Background: an optimization exercise with open tools, aiming at small area. Do not read the settings as production practice.
In this exercise RTL edits were held to simulation tests only and were not proved equivalent to the original.

Design imem_multiport, start of the top module:
module imem_multiport #(
  parameter int              NCORES       = 4,
  parameter int              AW           = 5,
  parameter int              DW           = 32,
  parameter logic [29-AW:0]  BASE_ADDRESS = '0,
  parameter logic [DW-1:0]   NOP_WORD     = DW'(32'h0000F020),
  parameter logic [DW-1:0]   DEFAULT_WORD = DW'(32'h0000FFFF),
  parameter logic [5:0]      HALT_OP      = 6'd63
) (
  input  logic                 clk,
  input  logic                 reset_n,
  output logic                 busy,
  input  logic                 ld_we,
  input  logic [AW-1:0]        ld_addr,
  input  logic [DW-1:0]        ld_data,
  output logic                 ld_ack,
  input  logic [NCORES-1:0]    rd_req,
  input  logic [NCORES*32-1:0] rd_addr,
  output logic [NCORES*DW-1:0] rd_data,
  output logic [NCORES-1:0]    rd_valid,
  output logic [NCORES-1:0]    rd_err,
  output logic [NCORES-1:0]    halt_seen
);
Size in the first run: ~5000 cells after synthesis, about 1200 flip-flops, about 310 I/O pins, about 61000 sq um of cells after synthesis.
Settings: LEC_CHECK=0, CAP_MARGIN=20, CORE_MARGIN=2, CORE_UTILIZATION=50, CTS_BUF_LIST=sky130_fd_sc_hd__clkbuf_4 sky130_fd_sc_hd__clkbuf_8, GPL_TIMING_DRIVEN=0, SLEW_MARGIN=20; clock period 4.0 ns.
run.sh (not shown) runs the stock make flow with config.mk's settings and CLKGATE_MAP_FILE= SYNTH_SCRIPT=/design/flow/synth_recipe.tcl, a recipe that flattens the netlist after the stock synthesis.
The first run stopped in 5_1_grt.
Edit:
- CAP_MARGIN: 20 -> 0
- CORE_UTILIZATION: 50 -> 44
- CTS_BUF_LIST: sky130_fd_sc_hd__clkbuf_4 sky130_fd_sc_hd__clkbuf_8 -> sky130_fd_sc_hd__clkbuf_16
- CTS_CLUSTER_DIAMETER: not set -> 100
- CTS_CLUSTER_SIZE: not set -> 30
- SLEW_MARGIN: 20 -> 0
The new run aborted during 5_1_grt with GRT-0116.
Synthesized area does not change.
Synthesized cell count does not change.


The RTL this note starts from:
==> flow/design.v <==
module imem_multiport #(
  parameter int              NCORES       = 4,
  parameter int              AW           = 5,
  parameter int              DW           = 32,
  parameter logic [29-AW:0]  BASE_ADDRESS = '0,
  parameter logic [DW-1:0]   NOP_WORD     = DW'(32'h0000F020),
  parameter logic [DW-1:0]   DEFAULT_WORD = DW'(32'h0000FFFF),
  parameter logic [5:0]      HALT_OP      = 6'd63
) (
  input  logic                 clk,
  input  logic                 reset_n,
  output logic                 busy,
  input  logic                 ld_we,
  input  logic [AW-1:0]        ld_addr,
  input  logic [DW-1:0]        ld_data,
  output logic                 ld_ack,
  input  logic [NCORES-1:0]    rd_req,
  input  logic [NCORES*32-1:0] rd_addr,
  output logic [NCORES*DW-1:0] rd_data,
  output logic [NCORES-1:0]    rd_valid,
  output logic [NCORES-1:0]    rd_err,
  output logic [NCORES-1:0]    halt_seen
);
  localparam int DEPTH = 2**AW;
  localparam logic [AW-1:0] LAST = AW'(DEPTH - 1);
  typedef enum logic {INIT, RUN} state_t;
  state_t        state, state_nxt;
  logic [AW-1:0] cnt, cnt_nxt;
  logic          run;
  logic [DW-1:0]     mem [DEPTH];
  logic [NCORES-1:0] addr_bad;
  logic [DW-1:0]     fetch [NCORES];
  assign run  = (state == RUN);
  assign busy = (state == INIT);
  always_ff @(posedge clk) begin
    if (!reset_n) begin
      state <= INIT;
      cnt   <= '0;
    end else begin
      state <= state_nxt;
      cnt   <= cnt_nxt;
    end
  end
  always_comb begin
    state_nxt = state;
    cnt_nxt   = cnt;
    case (state)
      INIT: begin
        cnt_nxt = cnt + AW'(1);
        if (cnt == LAST) state_nxt = RUN;
      end
      RUN:     state_nxt = RUN;
      default: state_nxt = INIT;
    endcase
  end
  always_ff @(posedge clk) begin
    if (reset_n) begin
      if (state == INIT)
        mem[cnt] <= NOP_WORD;
      else if (ld_we)
        mem[ld_addr] <= ld_data;
    end
  end
  always_comb begin
    addr_bad = '0;
    for (int i = 0; i < NCORES; i++) begin
      addr_bad[i] = (rd_addr[32*i +: 2] != 2'b00) ||
                    (rd_addr[32*i+AW+2 +: 30-AW] != BASE_ADDRESS);
      fetch[i]    = mem[rd_addr[32*i+2 +: AW]];
    end
  end
  always_ff @(posedge clk) begin
    if (!reset_n) ld_ack <= 1'b0;
    else          ld_ack <= run && ld_we;
  end
  always_ff @(posedge clk) begin
    if (!reset_n) begin
      rd_valid  <= '0;
      rd_err    <= '0;
      rd_data   <= '0;
      halt_seen <= '0;
    end else begin
      rd_valid <= rd_req & {NCORES{run}};
      for (int i = 0; i < NCORES; i++) begin
        if (run && rd_req[i]) begin
          if (addr_bad[i]) begin
            rd_err[i]            <= 1'b1;
            rd_data[DW*i +: DW]  <= DEFAULT_WORD;
          end else begin
            rd_err[i]            <= 1'b0;
            rd_data[DW*i +: DW]  <= fetch[i];
            if (fetch[i][31:26] == HALT_OP) halt_seen[i] <= 1'b1;
          end
        end
      end
    end
  end
endmodule
Settings: LEC_CHECK=0, CAP_MARGIN=20, CORE_MARGIN=2, CORE_UTILIZATION=30, SLEW_MARGIN=20; clock period 4.0 ns.
==> next run, changes <==
==> flow/flow/run.sh (new file) <==
#!/bin/bash
# The standard layout (standard.sh: standard synthesis through finish), with two
# changes passed to ORFS through its environment:
#  - the port buffers use the smallest buffer cell instead of the default delay buffer;
#  - clock tree synthesis inserts no dummy loads.
# Each ORFS step keeps its own log under orfs/logs/; standard.sh's output goes to standard.log.
set -euo pipefail
export BUFFER_PORTS_ARGS="-buffer_cell sky130_fd_sc_hd__buf_1"
export CTS_ARGS="-sink_clustering_enable -repair_clock_nets -dont_use_dummy_load -sink_clustering_size 20 -sink_clustering_max_diameter 60 -buf_list sky130_fd_sc_hd__clkbuf_16"
bash standard.sh > standard.log 2>&1
==> flow/standard.sh (new file) <==
#!/bin/bash
# synth_recipe.tcl (not shown) runs the flow's synth.tcl, then flattens the netlist and writes it again
# the make line also repeats each setting of config.mk as NAME=value (left out here)
make -C /OpenROAD-flow-scripts/flow DESIGN_CONFIG=/design/flow/config.mk WORK_HOME=/design/flow/orfs CLKGATE_MAP_FILE= SYNTH_SCRIPT=/design/flow/synth_recipe.tcl "${@:-finish}"
CAP_MARGIN = 0   (was 20)
CTS_BUF_LIST = sky130_fd_sc_hd__clkbuf_16   (was unset)
CTS_CLUSTER_DIAMETER = 60   (was unset)
CTS_CLUSTER_SIZE = 20   (was unset)
SLEW_MARGIN = 0   (was 20)
removed: flow/run.sh
The new run completed without violations. Critical path depth is unchanged. Via count is lower by 0.44%. Maximum frequency is higher by 17%. Final cell count is lower by 2.0%.

## static timing again, ports no longer ideal
The results above use ideal ports. As a check the final layouts listed here were re-extracted and re-timed, cells and wires unchanged.
Step 1, drivers: a clkbuf_16 drives clk and a buf_2 each remaining input, both assumed.
Step 2 adds t to the input delays and takes it off the output delays; t is the mean of the earliest and latest rising clock arrival at the registers after step 1. Input paths then give back, and output paths get back, about the clock's delay inside the block.
Slacks: ideal ports / drivers / drivers and shift; pairs: ideal ports / drivers.
run	shift t [ns]	setup WS [ns]	hold slack, ns
the first run of note 2	0.863	0.657 / 0.700 / -0.163	0.454 / 0.454 / 0.454
the second run of note 2	0.810	1.137 / 1.137 / 0.387	0.458 / 0.458 / 0.458
Met with ideal ports but missed after step 2: setup timing in the first run of note 2. The setup slack of the first run of note 2, which loses most, moves by +0.043 ns with the drivers and by -0.820 ns with both steps.
